Context: an optimization exercise on an open-source flow, tuned for a short achievable clock period and few clock cycles per item. The choices shown serve that exercise and are no tape-out recipe.
The RTL was checked by simulation tests, not by an equivalence proof against the original design.
No activity file was given, so power comes from the tool's default toggle rates.

[design.v]
`default_nettype none
package rhc_pkg;
  localparam logic [14:0] HueFullTurn  = 15'd23040;
  localparam logic [14:0] HueBaseGreen = 15'd7680;
  localparam logic [14:0] HueBaseBlue  = 15'd15360;
endpackage
`default_nettype wire
`default_nettype none
module rhc_rom_h1 (
  input  wire logic [5:0][7:0] cand_i,
  input  wire logic [5:0]      sel_i,
  output logic [28:0] m_o
);
  logic [7:0] a;
  always_comb begin
    a = '0;
    for (int c = 0; c < 6; c++) begin
      a = a | ({8{sel_i[c]}} & cand_i[c]);
    end
  end
  localparam logic [255:0] T0 = 256'hc8b6ba77bbfba3cce4359270872267aa06a6ee1cc8b08f9a858a78ea34042080;
  localparam logic [255:0] T1 = 256'ha5caa40a32dd377e6630947222ad5aee80e9b3066ffcbf2aa72cfcde04cc4280;
  localparam logic [255:0] T2 = 256'h899c8fc902b3539c8ac68f0679d73cfa3880ed7aecdc8cc08c5ac6ba36ea2a00;
  localparam logic [255:0] T3 = 256'hdb0c5fd47ded82a4e9938f5ee12611fa16b9a5d642a2536cc4b4eea228a46800;
  localparam logic [255:0] T4 = 256'hedf873045512c66a87a8d3c81359af4cd27e5b02d5be925ce13ec058a6a00280;
  localparam logic [255:0] T5 = 256'h5b5021df5538bb4e135db4a20bea5f4ebcd2f4a870585d3a4ed0b64e968c2000;
  localparam logic [255:0] T6 = 256'h5eacd904227d838e5e2741dcac95bf02dc1ff45a1f6018fa6ce0ccf4ac6a6200;
  localparam logic [255:0] T7 = 256'h1bb870209c98b0c2f8dbbbea6508e6b6e2d20f12e39e2770e7ec784ca8ae2880;
  localparam logic [255:0] T8 = 256'h339020bd085a9ed0db8e4e6ad063708454c06448cd58b0a68c34963cbaca0200;
  localparam logic [255:0] T9 = 256'ha38abf960566219e66fbd162776e36b454070c6cd2a8c9c2e8a8bc4226664800;
  localparam logic [255:0] T10 = 256'hc3866ad8032b3fb481ac35988d9be63010763a16add8fa66e32ac09880682a80;
  localparam logic [255:0] T11 = 256'hfc7e19b555b3c07255300cacfcac1332928c1176127435a44e463cca90840800;
  localparam logic [255:0] T12 = 256'hfffe078ccc96aaa499c0039a56cff164ee57f58cf422e254425e4e72aa684200;
  localparam logic [255:0] T13 = 256'h5554aad696db3338e1ffff86325aa5b8fe32a6025814ebdaaff2e08e8eac0880;
  localparam logic [255:0] T14 = 256'h3332664db249696a54aaaad4a49339c0fe0e6d549ff24c34e420c69c3c822200;
  localparam logic [255:0] T15 = 256'h0f0e1e3c71c718e6339999b26db694aa54ab4998e00e2558e2be7ca6a0a66000;
  localparam logic [255:0] T16 = 256'h00fe01fc0fc0f81e0f87878e1c718c663266db4a5554b660e194823c86e20280;
  localparam logic [255:0] T17 = 256'hfffe0003ffc007fe007f807e03f07c1e0e1e38c633326d2a4ad8fe6896062800;
  localparam logic [255:0] T18 = 256'hfffe0000003ffffe00007ffe000ffc01fe01f83e0f0e1ce6264a54b08ce86200;
  localparam logic [255:0] T19 = 256'hfffe000000000001fffffffe000003fffe0007fe00fe03e1e1c6326a28e42880;
  localparam logic [255:0] T20 = 256'hfffe00000000000000000001fffffffffe000001fffe001fe03e0e199a480a00;
  localparam logic [255:0] T21 = 256'h0001fffffffffffffffffffffffffffffe0000000001ffffe001fe0786254800;
  localparam logic [255:0] T22 = 256'h0000000000000000000000000000000001ffffffffffffffe00001ff81e32380;
  localparam logic [255:0] T23 = 256'h0000000000000000000000000000000000000000000000001fffffff801f1910;
  localparam logic [255:0] T24 = 256'h000000000000000000000000000000000000000000000000000000007fff0754;
  localparam logic [255:0] T25 = 256'h000000000000000000000000000000000000000000000000000000000000ff3e;
  localparam logic [255:0] T26 = 256'h00000000000000000000000000000000000000000000000000000000000000f6;
  localparam logic [255:0] T27 = 256'h000000000000000000000000000000000000000000000000000000000000000e;
  localparam logic [255:0] T28 = 256'h0000000000000000000000000000000000000000000000000000000000000002;
  assign m_o[0] = T0[a];
  assign m_o[1] = T1[a];
  assign m_o[2] = T2[a];
  assign m_o[3] = T3[a];
  assign m_o[4] = T4[a];
  assign m_o[5] = T5[a];
  assign m_o[6] = T6[a];
  assign m_o[7] = T7[a];
  assign m_o[8] = T8[a];
  assign m_o[9] = T9[a];
  assign m_o[10] = T10[a];
  assign m_o[11] = T11[a];
  assign m_o[12] = T12[a];
  assign m_o[13] = T13[a];
  assign m_o[14] = T14[a];
  assign m_o[15] = T15[a];
  assign m_o[16] = T16[a];
  assign m_o[17] = T17[a];
  assign m_o[18] = T18[a];
  assign m_o[19] = T19[a];
  assign m_o[20] = T20[a];
  assign m_o[21] = T21[a];
  assign m_o[22] = T22[a];
  assign m_o[23] = T23[a];
  assign m_o[24] = T24[a];
  assign m_o[25] = T25[a];
  assign m_o[26] = T26[a];
  assign m_o[27] = T27[a];
  assign m_o[28] = T28[a];
endmodule
module rhc_rom_h3 (
  input  wire logic [5:0][7:0] cand_i,
  input  wire logic [5:0]      sel_i,
  output logic [28:0] m_o
);
  logic [7:0] a;
  always_comb begin
    a = '0;
    for (int c = 0; c < 6; c++) begin
      a = a | ({8{sel_i[c]}} & cand_i[c]);
    end
  end
  localparam logic [255:0] T0 = 256'hc8b6ba77bbfba3cce4359270872267aa06a6ee1cc8b08f9a858a78ea34042080;
  localparam logic [255:0] T1 = 256'h6d7c1e7d892694b282050602a58f3d44864f5d1aa74c30b022a6843430c86200;
  localparam logic [255:0] T2 = 256'hacd48bc102b747ae88c68b04595a24beb8c9fc78cb90bce0ae7e42ae36226800;
  localparam logic [255:0] T3 = 256'hd31a74174d87e2640565942aba5477ea2e99ebaac28250a6cde6d4c21a824080;
  localparam logic [255:0] T4 = 256'hbf78a3181a06575284a9d3c093d8a64cd4675b82fbe04e78a192c040aae84080;
  localparam logic [255:0] T5 = 256'h7f240d1f75d3ff887f67e8347994e9f87c140afce1585c2a6bd298ac14880880;
  localparam logic [255:0] T6 = 256'hcc248b1f227dbaaecee262b4a414ff02f237f5f03b86d69ce60c9ce09c426000;
  localparam logic [255:0] T7 = 256'h1eccd8e0ebddb002b5e16ffcc27646faa2170f42a88626f0c7fc52e6a2686880;
  localparam logic [255:0] T8 = 256'h7390219980faaddc794a644a98e229346ac89f4079be8eac0738022cbeca0880;
  localparam logic [255:0] T9 = 256'h8ba2ef0f11242d8c67ea04e2c204b0b6d4150c3ed8a848168878d62234026800;
  localparam logic [255:0] T10 = 256'h5394e5fa0a178cf83dc83f908f9ea60010b35232b8288246e726c0860ce06080;
  localparam logic [255:0] T11 = 256'h9c7249f953f2cc501623e85e045c83b6d6bc072c7874362045c4400ab2822880;
  localparam logic [255:0] T12 = 256'he00e24ad9c0e59600d4c1a9e57c894666c9ddcac618e2e16e632ce60ba804000;
  localparam logic [255:0] T13 = 256'h5554b6ce1ffe3b2aa98ff9b4983a27ec822362d83a46f86aa7e29226a4a84080;
  localparam logic [255:0] T14 = 256'h9998c70fe001f8e664a552d8e0066d48fe6a7e5013d6443a018c4ac838422080;
  localparam logic [255:0] T15 = 256'h4b4a52a5555552b4b6c99ce0fffe1cda54b381caa3cc82b8e8ec5ea412884800;
  localparam logic [255:0] T16 = 256'h38c6319cccccc9926da4b5aa5554a96c98c3ffc66968fe6ce5181a048ae24080;
  localparam logic [255:0] T17 = 256'hf83e0f83c3c3c78e1c638c66333264da4a56aa94b270fe1a49fa98eab4420880;
  localparam logic [255:0] T18 = 256'h07fe007fc03fc07e03e07c1e0f0e1c39c63199b2692a54ac8e064ce49c486800;
  localparam logic [255:0] T19 = 256'hfffe00003fffc001ffe003fe00fe03f83e0f878e18e63265a55490e222aa6880;
  localparam logic [255:0] T20 = 256'hfffe000000003fffffe00001fffe0007fe007f81f81e0e1c63324a4b3e480080;
  localparam logic [255:0] T21 = 256'h0001ffffffffffffffe000000001fffffe00007ff801fe03e0f1c62694896800;
  localparam logic [255:0] T22 = 256'hffffffffffffffffffe000000000000001fffffff80001ffe00fc1e18da26180;
  localparam logic [255:0] T23 = 256'h0000000000000000001ffffffffffffffffffffff80000001fffc01f83993090;
  localparam logic [255:0] T24 = 256'h000000000000000000000000000000000000000007ffffffffffc0007f871544;
  localparam logic [255:0] T25 = 256'h00000000000000000000000000000000000000000000000000003fffff80f37a;
  localparam logic [255:0] T26 = 256'h00000000000000000000000000000000000000000000000000000000007ff0dc;
  localparam logic [255:0] T27 = 256'h0000000000000000000000000000000000000000000000000000000000000fce;
  localparam logic [255:0] T28 = 256'h000000000000000000000000000000000000000000000000000000000000003a;
  assign m_o[0] = T0[a];
  assign m_o[1] = T1[a];
  assign m_o[2] = T2[a];
  assign m_o[3] = T3[a];
  assign m_o[4] = T4[a];
  assign m_o[5] = T5[a];
  assign m_o[6] = T6[a];
  assign m_o[7] = T7[a];
  assign m_o[8] = T8[a];
  assign m_o[9] = T9[a];
  assign m_o[10] = T10[a];
  assign m_o[11] = T11[a];
  assign m_o[12] = T12[a];
  assign m_o[13] = T13[a];
  assign m_o[14] = T14[a];
  assign m_o[15] = T15[a];
  assign m_o[16] = T16[a];
  assign m_o[17] = T17[a];
  assign m_o[18] = T18[a];
  assign m_o[19] = T19[a];
  assign m_o[20] = T20[a];
  assign m_o[21] = T21[a];
  assign m_o[22] = T22[a];
  assign m_o[23] = T23[a];
  assign m_o[24] = T24[a];
  assign m_o[25] = T25[a];
  assign m_o[26] = T26[a];
  assign m_o[27] = T27[a];
  assign m_o[28] = T28[a];
endmodule
module rhc_rom_s1 (
  input  wire logic [2:0][7:0] cand_i,
  input  wire logic [2:0]      sel_i,
  output logic [23:0] m_o
);
  logic [7:0] a;
  always_comb begin
    a = '0;
    for (int c = 0; c < 3; c++) begin
      a = a | ({8{sel_i[c]}} & cand_i[c]);
    end
  end
  localparam logic [255:0] T0 = 256'h7cbc10b2b3bbe3ec41d35174d23aa0c8c4fa62389894f96a8db2308aa4ac0080;
  localparam logic [255:0] T1 = 256'h65f06d07782803e6227c0bac5fa130c822be37a2054a3d622136765290ec2280;
  localparam logic [255:0] T2 = 256'h3e489249ce54cf2e7244429c347b0cb2bc09e23a0e12c82a0742087a96404a80;
  localparam logic [255:0] T3 = 256'h17d05e85d17784a69ff5f01a6b2074d668418c92ca86650660862482b80c6800;
  localparam logic [255:0] T4 = 256'h0d6034fc9f27a8765e8e210e91fb60287ce3df227fc490ec892682b002204280;
  localparam logic [255:0] T5 = 256'h032aa703b5b8654634fd40ae5f466844386e730ee2125d80e9f2fa4a12040080;
  localparam logic [255:0] T6 = 256'h00e66d55263fe32ca7032ace35813028103174ba6f82fa8a4ad084f09cc84200;
  localparam logic [255:0] T7 = 256'h001e1ccc92954a48c7ff19a4a600eab00abf2792310a714045e4b0c08c2c6880;
  localparam logic [255:0] T8 = 256'h5554a96924d98c70f800f8626d554cc0066a4788bf522084073450d8ba482280;
  localparam logic [255:0] T9 = 256'h333264db6db4a52a555552b4b66670fffe192d2cc0c8bfa828b07c0236cc4800;
  localparam logic [255:0] T10 = 256'h0f0e1c38e38c6319ccccc9926d2d2a5554adb630ffc66acfe532887004e06a80;
  localparam logic [255:0] T11 = 256'h00fe03f81f83e0f83c3c3871e31ce63332649295aa94b30fe364fa8bb40c2880;
  localparam logic [255:0] T12 = 256'h0001fff8007fe007fc03f80fe0fc1e0f0e1c718c664d96a54a4706539ac16200;
  localparam logic [255:0] T13 = 256'h00000007ffffe00003fff8001ffc01ff01fc0f83e1c38e6326d2ab638b2d4980;
  localparam logic [255:0] T14 = 256'h0000000000001ffffffff8000003ffff0003ff801fc07e1f1e3199292c191390;
  localparam logic [255:0] T15 = 256'h0000000000000000000007ffffffffff0000007fffc001ff01f078e765512554;
  localparam logic [255:0] T16 = 256'hffffffffffffffffffffffffffffffff00000000003fffff000ff81f1ccbbd3e;
  localparam logic [255:0] T17 = 256'h00000000000000000000000000000000ffffffffffffffff000007ff03c76976;
  localparam logic [255:0] T18 = 256'h000000000000000000000000000000000000000000000000ffffffff003f1b9e;
  localparam logic [255:0] T19 = 256'h00000000000000000000000000000000000000000000000000000000ffff0756;
  localparam logic [255:0] T20 = 256'h000000000000000000000000000000000000000000000000000000000000ff3e;
  localparam logic [255:0] T21 = 256'h00000000000000000000000000000000000000000000000000000000000000f6;
  localparam logic [255:0] T22 = 256'h000000000000000000000000000000000000000000000000000000000000000e;
  localparam logic [255:0] T23 = 256'h0000000000000000000000000000000000000000000000000000000000000002;
  assign m_o[0] = T0[a];
  assign m_o[1] = T1[a];
  assign m_o[2] = T2[a];
  assign m_o[3] = T3[a];
  assign m_o[4] = T4[a];
  assign m_o[5] = T5[a];
  assign m_o[6] = T6[a];
  assign m_o[7] = T7[a];
  assign m_o[8] = T8[a];
  assign m_o[9] = T9[a];
  assign m_o[10] = T10[a];
  assign m_o[11] = T11[a];
  assign m_o[12] = T12[a];
  assign m_o[13] = T13[a];
  assign m_o[14] = T14[a];
  assign m_o[15] = T15[a];
  assign m_o[16] = T16[a];
  assign m_o[17] = T17[a];
  assign m_o[18] = T18[a];
  assign m_o[19] = T19[a];
  assign m_o[20] = T20[a];
  assign m_o[21] = T21[a];
  assign m_o[22] = T22[a];
  assign m_o[23] = T23[a];
endmodule
module rhc_rom_s3 (
  input  wire logic [2:0][7:0] cand_i,
  input  wire logic [2:0]      sel_i,
  output logic [23:0] m_o
);
  logic [7:0] a;
  always_comb begin
    a = '0;
    for (int c = 0; c < 3; c++) begin
      a = a | ({8{sel_i[c]}} & cand_i[c]);
    end
  end
  localparam logic [255:0] T0 = 256'h7cbc10b2b3bbe3ec41d35174d23aa0c8c4fa62389894f96a8db2308aa4ac0080;
  localparam logic [255:0] T1 = 256'h194c7db5cb93e00a63af5ad88d9b9000e644559a9ddec408ac8446d834402200;
  localparam logic [255:0] T2 = 256'h3f08ff4c8654cf2c5068481439fa1cb29e0df7b80b58cc2a27464e2a86006880;
  localparam logic [255:0] T3 = 256'h4d68cccf670b486ecfe5b12a097a58acf4f24c8ac096944e66f61caabea02000;
  localparam logic [255:0] T4 = 256'h2c6078789624ab76f32f93888cfa302c3cabf182bb409cc8e8a286602a606000;
  localparam logic [255:0] T5 = 256'h199a857af3e8499674a701bebd9c6cbe2ccc221ed350ac4a61d2586880280880;
  localparam logic [255:0] T6 = 256'h04acfcd30eb0220c8d220a6e39a4382c503cd896e316f6ae2a04dc289cc80000;
  localparam logic [255:0] T7 = 256'h039a569c01954c02562153e4c4c2bad822ed2402300ad24ac6c696e202e06800;
  localparam logic [255:0] T8 = 256'h552c98e0007325549820c948fc54c65014e617a0e1da28440b2040c8aa680880;
  localparam logic [255:0] T9 = 256'h6630e0fffff0e3324a8a9270fc32549ff2480d3e4098eeac6a709c0a10880800;
  localparam logic [255:0] T10 = 256'h2d6a55aaaaa54a5b6ccce380fc0e324aa48ffc94804ce4e7c83684a28c604000;
  localparam logic [255:0] T11 = 256'h1ce63399999326c925a5a955a954a49338f0038daa90e24823e60aab86202880;
  localparam logic [255:0] T12 = 256'h03e1f0787870e1c71c6398cc64cd92496a555529331f1e254c1304881a012000;
  localparam logic [255:0] T13 = 256'h001ff007f80fe03f03e0783c1c3c71c719cccc9b694aab498ff15763a5204100;
  localparam logic [255:0] T14 = 256'h00000ffff8001fff001ff803fc03f03f07c3c38718c666db5aa598193df93090;
  localparam logic [255:0] T15 = 256'h0000000007ffffff000007fffc000fff003fc07f07c1e1c739934aadc3457d44;
  localparam logic [255:0] T16 = 256'hffffffffffffffff0000000003ffffff00003fff003fe03f078f399b55839bfa;
  localparam logic [255:0] T17 = 256'hffffffffffffffff0000000000000000ffffffff00001fff007f07873355f15c;
  localparam logic [255:0] T18 = 256'h0000000000000000ffffffffffffffffffffffff00000000ffff007f0f335fde;
  localparam logic [255:0] T19 = 256'h0000000000000000000000000000000000000000ffffffffffff0000ff0f35fe;
  localparam logic [255:0] T20 = 256'h0000000000000000000000000000000000000000000000000000ffffff00f37e;
  localparam logic [255:0] T21 = 256'h0000000000000000000000000000000000000000000000000000000000fff0de;
  localparam logic [255:0] T22 = 256'h0000000000000000000000000000000000000000000000000000000000000fce;
  localparam logic [255:0] T23 = 256'h000000000000000000000000000000000000000000000000000000000000003a;
  assign m_o[0] = T0[a];
  assign m_o[1] = T1[a];
  assign m_o[2] = T2[a];
  assign m_o[3] = T3[a];
  assign m_o[4] = T4[a];
  assign m_o[5] = T5[a];
  assign m_o[6] = T6[a];
  assign m_o[7] = T7[a];
  assign m_o[8] = T8[a];
  assign m_o[9] = T9[a];
  assign m_o[10] = T10[a];
  assign m_o[11] = T11[a];
  assign m_o[12] = T12[a];
  assign m_o[13] = T13[a];
  assign m_o[14] = T14[a];
  assign m_o[15] = T15[a];
  assign m_o[16] = T16[a];
  assign m_o[17] = T17[a];
  assign m_o[18] = T18[a];
  assign m_o[19] = T19[a];
  assign m_o[20] = T20[a];
  assign m_o[21] = T21[a];
  assign m_o[22] = T22[a];
  assign m_o[23] = T23[a];
endmodule
`default_nettype wire
`default_nettype none
module rhc_div_cell #(
  parameter int W = 8
) (
  input  wire logic [W-1:0] a_i,
  input  wire logic [W-1:0] b_i,
  input  wire logic [W-1:0] c_i,
  output logic [W-1:0]      s_o,
  output logic [W-1:0]      c_o
);
  assign s_o = a_i ^ b_i ^ c_i;
  assign c_o = {((a_i[W-2:0] & b_i[W-2:0]) | (a_i[W-2:0] & c_i[W-2:0]) |
                 (b_i[W-2:0] & c_i[W-2:0])), 1'b0};
endmodule
module rhc_add #(
  parameter int W = 8
) (
  input  wire logic [W-1:0] a_i,
  input  wire logic [W-1:0] b_i,
  input  wire logic         ci_i,
  output logic [W-1:0]      s_o,
  output logic              co_o
);
  localparam int LV = (W > 16) ? 5 : (W > 8) ? 4 : (W > 4) ? 3 : (W > 2) ? 2 : 1;
  logic [LV:0][W-1:0] gg;
  logic [LV:0][W-1:0] tt;
  logic [W:0]         cy;
  assign gg[0] = a_i & b_i;
  assign tt[0] = a_i | b_i;
  for (genvar l = 1; l <= LV; l++) begin : g_lvl
    for (genvar i = 0; i < W; i++) begin : g_bit
      if (i >= (1 << (l - 1))) begin : g_comb
        assign gg[l][i] = gg[l-1][i] | (tt[l-1][i] & gg[l-1][i-(1<<(l-1))]);
        assign tt[l][i] = tt[l-1][i] & tt[l-1][i-(1<<(l-1))];
      end else begin : g_pass
        assign gg[l][i] = gg[l-1][i];
        assign tt[l][i] = tt[l-1][i];
      end
    end
  end
  assign cy[0] = ci_i;
  for (genvar i = 0; i < W; i++) begin : g_sum
    assign cy[i+1] = gg[LV][i] | (tt[LV][i] & ci_i);
    assign s_o[i]  = a_i[i] ^ (b_i[i] ^ cy[i]);
  end
  assign co_o = cy[W];
endmodule
`default_nettype wire
`default_nettype none
module rhc_back (
  input  wire logic [3:0][31:0] hrow_i,
  input  wire logic             neg_i,
  input  wire logic [3:0][23:0] srow_i,
  input  wire logic [14:0]      kb_i,
  output logic [14:0]           hue_o,
  output logic [7:0]            sat_o
);
  logic [31:0] hk;
  logic [31:0] hs1, hc1, hs2, hc2, hs3, hc3, hmaj, hsum;
  logic [23:0] ss1, sc1, ss2, sc2, ssum;
  logic        hco, sco;
  logic [3:0][31:0] hr;
  assign hk = {kb_i, 17'd0};
  always_comb begin
    for (int j = 0; j < 4; j++) begin
      hr[j] = hrow_i[j];
      if (neg_i) begin
        hr[j] = ~hrow_i[j] & ({32{1'b1}} << (2 * j));
      end
    end
  end
  rhc_div_cell #(.W(32)) u_h1 (.a_i(hr[0]),     .b_i(hr[1]),     .c_i(hr[2]), .s_o(hs1), .c_o(hc1));
  rhc_div_cell #(.W(32)) u_h2 (.a_i(hs1),       .b_i(hc1),       .c_i(hr[3]),     .s_o(hs2), .c_o(hc2));
  assign hmaj = (hs2 & hc2) | (hs2 & hk) | (hc2 & hk);
  assign hs3  = {hs2[31:17] ^ hc2[31:17] ^ hk[31:17], hs2[16:0]};
  assign hc3  = {hmaj[30:17], 1'b0, hc2[16:0]};
  rhc_add #(.W(32)) u_hadd (.a_i(hs3), .b_i(hc3), .ci_i(1'b0), .s_o(hsum), .co_o(hco));
  assign hue_o = hsum[31:17];
  rhc_div_cell #(.W(24)) u_s1 (.a_i(srow_i[0]), .b_i(srow_i[1]), .c_i(srow_i[2]), .s_o(ss1), .c_o(sc1));
  rhc_div_cell #(.W(24)) u_s2 (.a_i(ss1),       .b_i(sc1),       .c_i(srow_i[3]), .s_o(ss2), .c_o(sc2));
  rhc_add #(.W(24)) u_sadd (.a_i(ss2), .b_i(sc2), .ci_i(1'b0), .s_o(ssum), .co_o(sco));
  assign sat_o = ssum[23:16];
endmodule
`default_nettype wire
`default_nettype none
module rgb_to_hsv_converter (
  input  wire logic        clk_i,
  input  wire logic        rst_ni,
  input  wire logic        in_valid_i,
  output logic             in_stall_o,
  input  wire logic [23:0] in_word_i,
  output logic             out_valid_o,
  input  wire logic        out_stall_i,
  output logic [30:0]      out_word_o
);
  logic [7:0] r, g, b;
  logic [7:0] d_rg, d_gr, d_gb, d_bg, d_rb, d_br;
  logic       ge_rg, ge_gb, ge_rb;
  logic       sec_r, sec_g;
  logic [5:0] cs;                   
  logic [7:0] mag, delta, value;
  logic [5:0][7:0] dcand;           
  logic [2:0][7:0] vcand;           
  logic [2:0]      vsel;            
  logic       neg;
  logic [14:0] base;
  logic [28:0] mh1, mh3;
  logic [23:0] ms1, ms3;
  logic [14:0]      kb_d, kb_q;
  logic             neg_q;
  logic [3:0][31:0] hrow_d, hrow_q;
  logic [3:0][23:0] srow_d, srow_q;
  logic [7:0]       value_q;
  logic             valid_q;
  logic             advance;
  logic [14:0] hue;
  logic [7:0]  sat;
  assign {r, g, b} = in_word_i;
  logic co_rg, co_gr, co_gb, co_bg, co_rb, co_br;
  rhc_add #(.W(8)) u_rg (.a_i(r), .b_i(~g), .ci_i(1'b1), .s_o(d_rg), .co_o(co_rg));
  rhc_add #(.W(8)) u_gr (.a_i(g), .b_i(~r), .ci_i(1'b1), .s_o(d_gr), .co_o(co_gr));
  rhc_add #(.W(8)) u_gb (.a_i(g), .b_i(~b), .ci_i(1'b1), .s_o(d_gb), .co_o(co_gb));
  rhc_add #(.W(8)) u_bg (.a_i(b), .b_i(~g), .ci_i(1'b1), .s_o(d_bg), .co_o(co_bg));
  rhc_add #(.W(8)) u_rb (.a_i(r), .b_i(~b), .ci_i(1'b1), .s_o(d_rb), .co_o(co_rb));
  rhc_add #(.W(8)) u_br (.a_i(b), .b_i(~r), .ci_i(1'b1), .s_o(d_br), .co_o(co_br));
  assign ge_rg = co_rg;
  assign ge_gb = co_gb;
  assign ge_rb = co_rb;
  assign sec_r = ge_rg && ge_rb;
  assign sec_g = !ge_rg && ge_gb;
  assign cs[0] = sec_r && ge_gb;
  assign cs[1] = sec_r && !ge_gb;
  assign cs[2] = sec_g && ge_rb;
  assign cs[3] = sec_g && !ge_rb;
  assign cs[4] = !sec_r && !sec_g && ge_rg;
  assign cs[5] = !sec_r && !sec_g && !ge_rg;
  always_comb begin
    delta = ({8{cs[0]}} & d_rb) | ({8{cs[1]}} & d_rg) | ({8{cs[2]}} & d_gb) |
            ({8{cs[3]}} & d_gr) | ({8{cs[4]}} & d_bg) | ({8{cs[5]}} & d_br);
    mag   = ({8{cs[0]}} & d_gb) | ({8{cs[1]}} & d_bg) | ({8{cs[2]}} & d_rb) |
            ({8{cs[3]}} & d_br) | ({8{cs[4]}} & d_rg) | ({8{cs[5]}} & d_gr);
    value = ({8{sec_r}} & r) | ({8{sec_g}} & g) | ({8{!sec_r && !sec_g}} & b);
    neg   = cs[1] || cs[2] || cs[5];
    base  = ({15{cs[1]}} & 15'd23040) | ({15{cs[2] || cs[3]}} & 15'd7680) |
            ({15{cs[4] || cs[5]}} & 15'd15360);
  end
  assign dcand = {d_br, d_bg, d_gr, d_gb, d_rg, d_rb};
  assign vcand = {b, g, r};
  assign vsel  = {!sec_r && !sec_g, sec_g, sec_r};
  rhc_rom_h1 u_h1 (.cand_i(dcand), .sel_i(cs),   .m_o(mh1));
  rhc_rom_h3 u_h3 (.cand_i(dcand), .sel_i(cs),   .m_o(mh3));
  rhc_rom_s1 u_s1 (.cand_i(vcand), .sel_i(vsel), .m_o(ms1));
  rhc_rom_s3 u_s3 (.cand_i(vcand), .sel_i(vsel), .m_o(ms3));
  assign kb_d = base | {14'd0, neg};
  function automatic logic [28:0] pick4h(logic [1:0] dg, logic [28:0] m1, logic [28:0] m3);
    logic [28:0] v;
    unique case (dg)
      2'd0: v = '0;
      2'd1: v = m1;
      2'd2: v = {m1[27:0], 1'b0};
      default: v = m3;
    endcase
    pick4h = v;
  endfunction
  function automatic logic [23:0] pick4s(logic [1:0] dg, logic [23:0] m1, logic [23:0] m3);
    logic [23:0] v;
    unique case (dg)
      2'd0: v = '0;
      2'd1: v = m1;
      2'd2: v = {m1[22:0], 1'b0};
      default: v = m3;
    endcase
    pick4s = v;
  endfunction
  always_comb begin
    for (int j = 0; j < 4; j++) begin
      hrow_d[j] = {3'b000, pick4h(mag[2*j +: 2], mh1, mh3)} << (2 * j);
      srow_d[j] = pick4s(delta[2*j +: 2], ms1, ms3) << (2 * j);
    end
  end
  assign advance    = !(valid_q && out_stall_i);
  assign in_stall_o = !advance;
  always_ff @(posedge clk_i or negedge rst_ni) begin
    if (!rst_ni) begin
      valid_q <= 1'b0;
    end else if (advance) begin
      valid_q <= in_valid_i;
    end
  end
  always_ff @(posedge clk_i) begin
    if (advance) begin
      hrow_q  <= hrow_d;
      srow_q  <= srow_d;
      kb_q    <= kb_d;
      neg_q   <= neg;
      value_q <= value;
    end
  end
  rhc_back u_back (
    .hrow_i  (hrow_q),
    .srow_i  (srow_q),
    .neg_i   (neg_q),
    .kb_i    (kb_q),
    .hue_o   (hue),
    .sat_o   (sat)
  );
  assign out_valid_o = valid_q;
  assign out_word_o  = {hue, sat, value_q};
endmodule
`default_nettype wire
[flow/run.sh]
#!/bin/bash
# Standard ORFS layout. Synthesis is the standard one except that Yosys's
# full/half-adder extraction is skipped (ADDER_MAP_FILE empty), so ABC maps
# the adder logic together with the rest; registers are unchanged.
set -euo pipefail
bash standard.sh synth ADDER_MAP_FILE= > synth.log 2>&1
bash standard.sh > layout.log 2>&1
[standard.sh]
#!/bin/bash
# synth_recipe.tcl (not shown) runs the flow's synth.tcl, then flattens the netlist and writes it again
# the make line also repeats each setting of config.mk as NAME=value (left out here)
make -C /OpenROAD-flow-scripts/flow DESIGN_CONFIG=/design/flow/config.mk WORK_HOME=/design/flow/orfs CLKGATE_MAP_FILE= SYNTH_SCRIPT=/design/flow/synth_recipe.tcl "${@:-finish}"
[config.mk]
export PLATFORM = sky130hd
export DESIGN_NAME = rgb_to_hsv_converter
export DESIGN_NICKNAME = rgb_to_hsv_converter
export VERILOG_FILES = /design/flow/design.v
export SDC_FILE = /design/flow/constraint.sdc
export NUM_CORES = 4
export LEC_CHECK = 0
export CAP_MARGIN = 20
export CORE_MARGIN = 2
export CORE_UTILIZATION = 25
export PLACE_DENSITY = 0.45
export SETUP_SLACK_MARGIN = 3.5
export SLEW_MARGIN = 20
export SYNTH_HIERARCHICAL = 1
[constraint.sdc]
create_clock -name core_clock -period 7.5 [get_ports {clk_i}]
set_input_delay 1.5000 -clock core_clock [delete_from_list [all_inputs] [get_ports {clk_i}]]
set_output_delay 1.5000 -clock core_clock [all_outputs]
set_load 0.01 [all_outputs]
==> metrics.md, run 1 <==
| Metric | Value |
|---|---|
| Post-Syn Area | `0.0468 mm^2` |
| Worst-margin pin slew | `1150 ps` |
| CP Capture Type | `primary output` |
| Max-slew headroom | `between 20% and 30%` |
| Crit-path cells | `buf_4, buf_6, buf_8, clkbuf_16, xor2_2, xor3_1, maj3_2, a31oi_4, o31ai_2, a211oi_2, o211ai_2, a31o_4, maj3_4, a21oi_4, a31oi_4, maj3_2, xnor2_2, buf_6, buf_12` |
| WP data arrival | `5230 ps` |
| Global route overflow | `0` |
| Power per cell area | `669 mW/mm^2` |
| Cell Rows | `158` |
| Critical Path RT | `approximately 6000 ps` |
| H-tree Lvls | `1` |
| Final hold viol count | `0` |
| Via count | `between 70000 and 80000` |
| CP startpoint | `kb_q[0]` |
| IO buf count | `60` |
| Met2 Routed Length | `178000 um` |
| RSZ-0062 raised after global routing | `true` |
| Crit path buffers/inverters | `6` |
| Via density | `roughly 6.5` |
| Core area | `0.186 mm^2` |
| Hold Buf Count CTS | `0` |
| Nets | `8584` |
| Final design utilization | `a little under half` |
| Met3 Routed Length | `about 46000 um` |
| Syn. warnings | `12` |
| Worst-case clock buffer depth | `3` |
| Share of layout cells above drive strength 1 | `54.1%` |
| Reg2reg end | `hrow_q[0]` |
| Vias in the first global route | `64600` |
| Crit start category | `flop` |
| Post-route clock period utilization | `89.8%` |
| Num CTS Buffers | `29` |
| Worst Hold Class | `primary input to asynchronous set/reset pin` |
| Die width | `437 um` |
| # fillers | `18000` |
| Drt pass-1 iters | `8` |
| Hpwl dp | `about 300000 um` |
| Clock slew at reported path FFs | `around 80 ps` |
| Mean Syn Cell Area | `7.45 um^2` |
| Cell count of the worst reg-to-reg path | `3` |
| Critical path class | `flop to primary output` |
| Worst Path Max Fanout | `5` |
| CTS tree | `yes` |
| Initial DRC count | `approximately 10000` |
| Final setup violation count | `0` |
| Starting Density | `25.2%` |
| Largest delay share family, worst path | `compound AO/OA/AOI/OAI gates` |
| IO Pins | `61` |
| Wire per inst | `38.0 um` |
| Die height | `between 400 and 500 um` |
| Total wire length | `421000 um` |
| Initial antenna violation count | `38` |
| Clk_skew | `31.1 ps` |
| FMAX | `148 MHz` |
| Status | `timing/DRC/antenna clean` |
| Die Area | `0.191 mm^2` |
| Largest net degree at the start of global routing | `62` |
| Period minus WS final | `6730 ps` |
| Post-DRT Antenna Nets | `0` |
| Worst vdd ir | `approximately 0.0018 V` |
| Clock latency on the worst-skew pair | `about 640 ps` |
| Gr usage total | `39.2%` |
| Top routing layer used | `met5` |
| P_leak | `34.2 nW` |
| M1 WL | `approximately 150000 um` |
| Max-Cap Viols | `0` |
| Critical path's largest stage delay | `430 ps` |
| Slew Viols, Final | `0` |
| Slowest stage cell, crit path | `edfxtp_1` |
| Reg2reg start | `valid_q` |
| Area Growth Syn to Fin | `86.1%` |
| Gpl congestion | `1.09` |
| Finished Cell Area | `a little under 0.09 mm^2` |
| Root buf cell | `clkbuf_16` |
| Synthesized instance count | `6282` |
| # DRC | `0` |
| First-pass GRT wire length | `approximately 540000 um` |
| R2r setup slk | `4730 ps` |
| Placed cell areas | `0.0638 mm^2` |
| Clock sinks | `211` |
## cells in the final DEF, fill, tap and decap left out, types with 149 or more instances in the layout
cell type  instances
buf_6            458
buf_4           1952
nor2_1           281
o22ai_1          149
nand2_1          373
edfxtp_1         210
o21ai_1          149
a21oi_1          565
buf_12           300
o21ai_0          421
## repair_timing
item / in CTS / in global routing
resized for setup: 617 / 2370
pin swaps: 201 / 747
cloned: 23 / 58
setup buffers: 196 / 731
endpoints found under the setup margin: 231 / 224
## worst max path at each step
stage	to	cells past startpoint
final	out_word_o[30]	19
after global routing	out_word_o[30]	19
after CTS	out_word_o[30]	19
after detailed placement	hrow_q[45]	23
after global placement	hrow_q[45]	23
after floorplan	srow_q[85]	22
## sequential cells by signal, summed over array words and instances (netlist names)
register	cells
hrow_q	112
srow_q	84
value_q	8
kb_q	6
valid_q	1
## through the flow
step	setup slack (ps)	TNS [ps]	total power [mW]	instances	hold slack, ps
5_1_grt	608	0	60.0	11100	1020
3_5_place_dp	-815	-9070	41.0	9998	905
4_1_cts	823	0	47.1	10300	926
2_1_floorplan	1470	0	22.8	6360	1200
3_3_place_gp	-878	-17230	41.2	9998	891
6_report	766	0	58.3	11100	1020
## where the power goes
group          internal, mW  switching (mW)
sequential             2.01           0.386
combinational          25.1            29.4
clock                 0.782           0.617
## layout make-up
class                           count  area [um^2]  area share, %
Inverter                           72          367          0.421
Clock buffer                       35          748          0.859
Multi-Input combinational cell   5317        46600           53.5
Clock inverter                     18          164          0.188
Antenna cell                       24         60.1         0.0690
Timing Repair Buffer             2925        29700           34.1
Tap cell                         2480         3100           3.56
Sequential cell                   211         6330           7.27
## routing by layer
layer  vias up  global-route usage [%]
met1     35100                    47.2
li1      29100                       -
met3      2071                    8.99
met2      5797                    61.2
met5         -                       0
met4        18                    28.1
Testbench counts, summed over its fixed seeds: cycles 8,008, pixels 8,000.
==> run 2, diff against run 1 <==
--- a/design.v
+++ b/design.v
@@ -323,5 +323,4 @@
 module rhc_back (
   input  wire logic [3:0][31:0] hrow_i,
-  input  wire logic             neg_i,
   input  wire logic [3:0][23:0] srow_i,
   input  wire logic [14:0]      kb_i,
@@ -333,16 +332,7 @@
   logic [23:0] ss1, sc1, ss2, sc2, ssum;
   logic        hco, sco;
-  logic [3:0][31:0] hr;
   assign hk = {kb_i, 17'd0};
-  always_comb begin
-    for (int j = 0; j < 4; j++) begin
-      hr[j] = hrow_i[j];
-      if (neg_i) begin
-        hr[j] = ~hrow_i[j] & ({32{1'b1}} << (2 * j));
-      end
-    end
-  end
-  rhc_div_cell #(.W(32)) u_h1 (.a_i(hr[0]),     .b_i(hr[1]),     .c_i(hr[2]), .s_o(hs1), .c_o(hc1));
-  rhc_div_cell #(.W(32)) u_h2 (.a_i(hs1),       .b_i(hc1),       .c_i(hr[3]),     .s_o(hs2), .c_o(hc2));
+  rhc_div_cell #(.W(32)) u_h1 (.a_i(hrow_i[0]), .b_i(hrow_i[1]), .c_i(hrow_i[2]), .s_o(hs1), .c_o(hc1));
+  rhc_div_cell #(.W(32)) u_h2 (.a_i(hs1),       .b_i(hc1),       .c_i(hrow_i[3]), .s_o(hs2), .c_o(hc2));
   assign hmaj = (hs2 & hc2) | (hs2 & hk) | (hc2 & hk);
   assign hs3  = {hs2[31:17] ^ hc2[31:17] ^ hk[31:17], hs2[16:0]};
@@ -381,5 +371,4 @@
   logic [23:0] ms1, ms3;
   logic [14:0]      kb_d, kb_q;
-  logic             neg_q;
   logic [3:0][31:0] hrow_d, hrow_q;
   logic [3:0][23:0] srow_d, srow_q;
@@ -449,4 +438,7 @@
     for (int j = 0; j < 4; j++) begin
       hrow_d[j] = {3'b000, pick4h(mag[2*j +: 2], mh1, mh3)} << (2 * j);
+      if (neg) begin
+        hrow_d[j] = ~hrow_d[j] & ({32{1'b1}} << (2 * j));
+      end
       srow_d[j] = pick4s(delta[2*j +: 2], ms1, ms3) << (2 * j);
     end
@@ -466,5 +458,4 @@
       srow_q  <= srow_d;
       kb_q    <= kb_d;
-      neg_q   <= neg;
       value_q <= value;
     end
@@ -473,5 +464,4 @@
     .hrow_i  (hrow_q),
     .srow_i  (srow_q),
-    .neg_i   (neg_q),
     .kb_i    (kb_q),
     .hue_o   (hue),
==> flow/run.sh (replaced) <==
#!/bin/bash
# Standard ORFS layout, with two changes:
#  - synthesis skips Yosys's full/half-adder extraction (ADDER_MAP_FILE
#    empty), so ABC maps the adder logic with the rest; registers unchanged;
#  - the delay cells (clkdlybuf4s*, dlygate4sd*, dlymetal6s*) are added to
#    the don't-use list, so port buffers are plain buffers the resizer can
#    size (with matched footprints a delay cell can only become another
#    delay cell).
# Each make run's output is in its own log here; ORFS's logs are under orfs/.
set -euo pipefail
DLY="sky130_fd_sc_hd__clkdlybuf4s15_1 sky130_fd_sc_hd__clkdlybuf4s15_2"
DLY="$DLY sky130_fd_sc_hd__clkdlybuf4s18_1 sky130_fd_sc_hd__clkdlybuf4s18_2"
DLY="$DLY sky130_fd_sc_hd__clkdlybuf4s25_1 sky130_fd_sc_hd__clkdlybuf4s25_2"
DLY="$DLY sky130_fd_sc_hd__clkdlybuf4s50_1 sky130_fd_sc_hd__clkdlybuf4s50_2"
DLY="$DLY sky130_fd_sc_hd__dlygate4sd1_1 sky130_fd_sc_hd__dlygate4sd2_1 sky130_fd_sc_hd__dlygate4sd3_1"
DLY="$DLY sky130_fd_sc_hd__dlymetal6s2s_1 sky130_fd_sc_hd__dlymetal6s4s_1 sky130_fd_sc_hd__dlymetal6s6s_1"
CFG="$PWD/flow_config.mk"
{
  echo "include $PWD/config.mk"
  echo "export DONT_USE_CELLS += $DLY"
} > "$CFG"
bash standard.sh synth ADDER_MAP_FILE= DESIGN_CONFIG="$CFG" > synth.log 2>&1
bash standard.sh finish DESIGN_CONFIG="$CFG" > layout.log 2>&1
==> metrics.md, run 2 <==
| Metric | Value |
|---|---|
| Post-Syn Area | `0.0462 mm^2 (-1.2%)` |
| Worst Path Max Fanout | `5 (unchanged)` |
| Nets | `8624 (+0.47%)` |
| RSZ-0062 raised after global routing | `true` |
| Cell Rows | `157 (-0.63%)` |
| Power per cell area | `675 mW/mm^2 (+0.84%)` |
| Setup TNS | `0 ps (unchanged)` |
| Max reg flops | `113 (+0.89%)` |
| Critical path's largest stage delay | `610 ps (+180 ps)` |
| Max-Cap Viols | `0 (unchanged)` |
| Hold Buf Count CTS | `0 (unchanged)` |
| Core area | `0.183 mm^2 (-1.2%)` |
| Gr usage total | `42.8% (+3.6 points)` |
| Mean Syn Cell Area | `7.50 um^2 (+0.74%)` |
| M1 WL | `173000 um (+15%)` |
| Clk_skew | `20.4 ps (-10.7 ps)` |
| Post-DRT Antenna Nets | `0 (unchanged)` |
| Placed cell areas | `0.0566 mm^2 (-11%)` |
| Via count | `72400 (+0.44%)` |
| P_leak | `30.4 nW (-11%)` |
| Die width | `434 um (-0.60%)` |
| Status | `timing/DRC/antenna clean` |
| Initial DRC count | `10700 (+1.8%)` |
| IO buf count | `60 (unchanged)` |
| Worst-margin pin slew | `1220 ps (+70.9 ps)` |
| Met2 Routed Length | `167000 um (-6.0%)` |
| Hpwl dp | `302000 um (+1.2%)` |
| Wire per inst | `38.3 um (+0.74%)` |
| FMAX | `160 MHz (+8.1%)` |
| Place WS | `-684 ps (+131 ps)` |
| Starting Density | `25.2% (about the same)` |
| Clock latency on the worst-skew pair | `650 ps (about the same)` |
| Clock sinks | `212 (+0.47%)` |
| H-tree Lvls | `1 (unchanged)` |
| Die Area | `0.188 mm^2 (-1.2%)` |
| Post-route clock period utilization | `83.1% (-6.7 points)` |
| Vias in the first global route | `68200 (+5.5%)` |
| Slowest stage cell, crit path | `a222oi_1` |
| Finished Cell Area | `0.0810 mm^2 (-7.0%)` |
| CTS tree | `yes` |
| Critical path class | `primary input to flop` |
| Via density | `6.53 (+0.39%)` |
| Final design utilization | `44.2% (-2.7 points)` |
| Gpl congestion | `1.02 (-6.3%)` |
| Die height | `434 um (-0.60%)` |
| Final hold viol count | `0 (unchanged)` |
| Global route overflow | `0 (unchanged)` |
| Total wire length | `424000 um (+0.79%)` |
| Share of layout cells above drive strength 1 | `45.0% (-9.1 points)` |
| Largest register by flop count | `hrow_q` |
| Overall power | `54.7 mW (-6.2%)` |
| Worst-case clock buffer depth | `3 (unchanged)` |
| Root buf cell | `clkbuf_16` |
| Commonest non-fill, non-tap cells in the layout | `buf_1, buf_2, buf_6` |
| Clock slew at reported path FFs | `60 ps (-20 ps)` |
| Largest regs | `hrow_q (113), srow_q (84), value_q (8)` |
| Final setup violation count | `0 (unchanged)` |
| Drt pass-1 iters | `8 (unchanged)` |
| Most common cell after layout, fill and taps aside | `buf_1` |
| Crit start category | `primary input` |
| IO Pins | `61 (unchanged)` |
| Largest net degree at the start of global routing | `71 (+15%)` |
| Slew Viols, Final | `0 (unchanged)` |
| Worst Hold Class | `primary input to asynchronous set/reset pin` |
| Most frequent cell on the critical path | `buf_6` |
| Period minus WS final | `6230 ps (-502 ps)` |
| First-pass GRT wire length | `571000 um (+6.6%)` |
| R2r setup slk | `4680 ps (-50 ps)` |
| Area Growth Syn to Fin | `75.3%` |
| Syn. warnings | `11 (-1)` |
| Num CTS Buffers | `26 (-10%)` |
| # DRC | `0 (unchanged)` |
| Worst vdd ir | `0.00234 V (+31%)` |
| Setup WS post-layout | `1270 ps (+502 ps)` |
| Top routing layer used | `met5` |
| Initial antenna violation count | `21 (-45%)` |
| Met3 Routed Length | `53900 um (+17%)` |
| Max-slew headroom | `17.9% (-4.8 points)` |
| WP data arrival | `6620 ps (+1390 ps)` |
| Critical Path RT | `7890 ps (+1890 ps)` |
| CP Capture Type | `flop` |
| Synthesized instance count | `6161 (-1.9%)` |
-- run 2: cell types whose count changed in the layout (fill, tap and decap cells not counted), moves of 71 or more --
| cell | previous run | this run |
|---|---|---|
| buf_4 | 1952 | 420 |
| xnor2_1 | 109 | 205 |
| buf_8 | 77 | 177 |
| buf_6 | 458 | 623 |
| nand2_1 | 373 | 302 |
| buf_12 | 300 | 124 |
| buf_1 | 0 | 934 |
| buf_2 | 18 | 665 |
-- run 2: routing by layer --
metal,vias up,global-route usage [%]
li1,29000,-
met1,35700,58.0
met2,5975,60.0
met3,1675,13.3
met4,24,22.9
met5,-,0.0781
-- run 2: critical path: cells and delay by family --
kind	cells	cell delay [ps]
AO/OA/AOI/OAI	10	2730
adder cells (fa/ha/maj)	1	360
buffers and inverters	14	1790
AND/OR/NAND/NOR	2	240
-- run 2: final timing paths --
kind | cells past startpoint | startpoint | to
worst max register to register | 3 | valid_q | hrow_q[0]
worst min-delay path | 1 | rst_ni | valid_q
worst min register to register | 1 | valid_q | srow_q[16]
min in group core_clock | 2 | in_valid_i | valid_q
worst max-delay path | 27 | in_word_i[12] | srow_q[30]
max in group asynchronous | 1 | rst_ni | valid_q
-- run 2: layout make-up --
class / instances / area (um^2)
fill: 18600 / 102000
sequential: 212 / 6360
clock inverter: 18 / 184
antenna: 9 / 22.5
tap: 2464 / 3080
inverter: 89 / 402
timing repair inverter: 1 / 16.3
clock buffer: 28 / 658
timing repair buffer: 3084 / 24300
multi-input combinational: 5182 / 46000
-- run 2: timing repair --
item                       4_1_cts  5_1_grt
pin swaps                      794      435
setup endpoints to repair      230      223
buffers inserted               994      310
gates resized for setup       3202      791
gates cloned                    45        6
-- run 2: power breakdown --
group          internal, mW  total [mW]  switching (mW)
clock                 0.710        1.33           0.615
sequential             2.08        2.51           0.429
combinational          22.3        50.9            28.6
total                  25.1        54.7            29.6
-- run 2: stage by stage --
stage / std cells / hold WS [ps]
final: 11100 / 601
after global routing: 11100 / 591
after CTS: 10800 / 580
after detailed placement: 9677 / 1080
after global placement: 9677 / 1050
after floorplan: 6247 / 1200
Testbench counts of run 2, summed over its fixed seeds: cycles 8,008, pixels 8,000.

re-timing with driven ports:
No port has a modelled driver above. Below, the same layouts with a new extraction and two added sets of constraints. Step 1, drivers: a clkbuf_16 drives clk_i and a buf_2 each remaining input, both assumed. Step 2 moves the port delays by t, midway between the first and last clock arrival at a register: inputs arrive t later, outputs are due t later. That takes back most of the time a late clock gives input paths. a / b / c = ideal ports / drivers / drivers and shift; a / b = the first two.
run	t, ns	slack for setup (ns)	worst setup path at the end	worst slew at a driven data input, ns	cell pins on the clock port's net
run 1	0.691	0.766 / 0.690 / 0.520	input to register	0.24	1
run 2	0.716	1.268 / 1.296 / 0.580	input to register	0.08	1
After both steps setup and hold are still met in every run listed. For run 2, which loses most, drivers alone change the setup slack by +0.028 ns; drivers and shift together by -0.688 ns.
